From an optimization exercise on the open Yosys and OpenROAD flow, aimed at small area, a short achievable clock period and few clock cycles per item; shortcuts taken in it are not production practice. At most, simulation tests tie the RTL to the original design; equivalence was not proved. Power figures rest on the tool's default switching activity, not on a simulated workload.

## run B
==> flow/design.v (excerpt) <==
module datapath #(
   parameter int INSTR_DEPTH = 4,    
   parameter int RES_CREDITS = 2
) (
   input  logic                CLK,
   input  logic                rst_n,
   input  logic                instr_valid,
   input  logic [31:0]         instr,
   output logic                instr_credit,
   output logic                res_valid,
   output logic [4:0]          res_wsel,
   output logic [31:0]         res_wdat,
   output logic                res_regwr,
   output logic                res_illegal,
   input  logic                res_credit
);
For scale: about 4,300 cells after synthesis, roughly 77 I/O pins, ~58,000 um^2 of cells after synthesis.
make LEC_CHECK=0 CAP_MARGIN=20 CORE_MARGIN=2 CORE_UTILIZATION=45 SLEW_MARGIN=20 SYNTH_HIERARCHICAL=1 finish   # period 6.2 ns
run.sh (not shown) runs the stock make flow with config.mk's settings and CLKGATE_MAP_FILE= SYNTH_SCRIPT=/design/flow/synth_recipe.tcl, a recipe that flattens the netlist after the stock synthesis.
Here is what was changed in the inputs of run K compared with run B.
Settings: SETUP_SLACK_MARGIN: unset -> 2.9.
[summary]
Maximum single-stage delay on the critical path: run K < run B
In the tables for run B and run K, part of the total power dissipated in combinational logic reads higher with run K.
Run B → run K: final net count rose by 186; total power saw an increase; setup slack picked up an extra 0.56 ns; global-route wire length before repair went up about 5%.
Clock latency of the later-clocked register in the worst-skew pair: run K vs run B, no meaningful difference
No run of this note included a check of the RTL's function; only the layout flow was run.

---

amber:
datapath, a different RTL version from the one above (not shown whole).
Size in the first run: about 4900 cells after synthesis, roughly 66000 µm² of cells after synthesis.
Design datapath, start of the top module:
module datapath #(
   parameter int INSTR_DEPTH = 4,    
   parameter int RES_CREDITS = 2
) (
   input  logic                CLK,
   input  logic                rst_n,
   input  logic                instr_valid,
   input  logic [31:0]         instr,
   output logic                instr_credit,
   output logic                res_valid,
   output logic [4:0]          res_wsel,
   output logic [31:0]         res_wdat,
   output logic                res_regwr,
   output logic                res_illegal,
   input  logic                res_credit
);
Settings: LEC_CHECK=0, CAP_MARGIN=20, CORE_MARGIN=2, CORE_UTILIZATION=40, SETUP_SLACK_MARGIN=3.7, SLEW_MARGIN=20, SYNTH_HIERARCHICAL=1; clock period 6.2 ns.
Every stage of the flow completed for amber, and the final layout passed the timing, design-rule and antenna checks.
Testbench counts of amber, summed over its fixed seeds: cycles 16,032, items 16,000.
diff inputs: amber => ember
Settings: CORE_UTILIZATION: 40 -> 45; SETUP_SLACK_MARGIN: 3.7 -> 3.5; CTS_CLUSTER_DIAMETER: unset -> 90; CTS_BUF_LIST: unset -> sky130_fd_sc_hd__clkbuf_16; CTS_CLUSTER_SIZE: unset -> 20.
[summary]
- Changes observed in ember relative to amber: global-route usage moved up, worst setup slack moved up, H-tree level count moved down, final cell count moved down, overall power moved down.
- Relative to amber, sequential share of layout area has increased by 3.8 points in ember.
- met1 demand-to-capacity share in global routing sits higher in ember than in amber.
Setup changes, ember to delta
Settings: swapping 20 for 22 in CTS_CLUSTER_SIZE; swapping 90 for 100 in CTS_CLUSTER_DIAMETER; swapping 45 for 40 in CORE_UTILIZATION.
[summary]
The flow did not stop early for delta: all stages ran, and the layout cleared the timing, design-rule and antenna checks.
On power share of the combinational group: between delta and ember, it ends up lower for delta.
Total length of routed met3 wires: delta and ember compared, lower one is delta
Looking at delta and ember, the leakage power is a wash.
Run comparison: ember worst setup path endpoint res_wdat[24]; delta worst setup path endpoint r_rd2[1]
delta ends up with a power after layout that is 2.1% lower than in ember.
delta ended up with more standard cells than ember.
STATUS via count: delta wins against ember
delta against ember: critical path data required time increased by 1690 ps relative to the old numbers, time the worst path needs with I/O delays and setup decreased by 23 ps relative to the old numbers, floorplan die area increased by 12% relative to the old numbers.
Inputs modified between delta and zinc:
Settings: removing CTS_CLUSTER_SIZE (formerly 22); removing CTS_BUF_LIST (formerly sky130_fd_sc_hd__clkbuf_16); removing CTS_CLUSTER_DIAMETER (formerly 100).
[summary]
Sort delta and zinc by final wirelength, ascending, and delta comes first. delta and zinc ended up with nearly the same width of the die. Number of nets produced by synthesis came out exactly the same in delta and zinc. Compared with delta, placement density in the core of zinc is higher. Going from delta to zinc, storage element area stayed essentially flat; leakage power summed over all cells rose by about 5%; worst voltage drop across the vdd grid rose by 0.036 mV; proportion of layout cells with a drive suffix above 1 rose by 1.9 points.

-- port drivers added, routing unchanged --
The results above use ideal ports. As a check the final layouts listed here were re-extracted and re-timed, cells and wires unchanged. Step 1 (the two cells are an assumption about what drives the block):
set clk [get_ports {CLK}]
set_driving_cell -lib_cell sky130_fd_sc_hd__clkbuf_16 $clk
set_driving_cell -lib_cell sky130_fd_sc_hd__buf_2 [delete_from_list [all_inputs] $clk]
Step 2 also shifts input and output timing later by t, the mid clock arrival at the registers, as if the neighbouring blocks saw the same clock. Slacks: ideal ports / drivers / drivers and shift; pairs: ideal ports / drivers.
run | t (ns) | setup slack, ns | hold WS [ns] | latest minus earliest clock arrival (ns)
run B | 0.806 | 2.000 / 2.000 / 2.000 | 0.429 / 0.429 / 0.429 | 0.042 / 0.042
run K | 0.797 | 2.560 / 2.560 / 2.560 | 0.427 / 0.427 / 0.427 | 0.029 / 0.030
amber | 0.877 | 3.440 / 3.353 / 3.317 | 0.419 / 0.419 / 0.419 | 0.037 / 0.037
ember | 0.800 | 3.483 / 3.403 / 3.329 | 0.422 / 0.422 / 0.422 | 0.040 / 0.039
delta | 0.776 | 3.507 / 3.442 / 3.279 | 0.425 / 0.425 / 0.425 | 0.040 / 0.039
zinc | 0.867 | 3.450 / 3.377 / 3.282 | 0.419 / 0.419 / 0.419 | 0.036 / 0.035
After both steps setup and hold are still met in every run listed. For delta, which loses most, drivers alone change the setup slack by -0.065 ns; drivers and shift together by -0.228 ns.
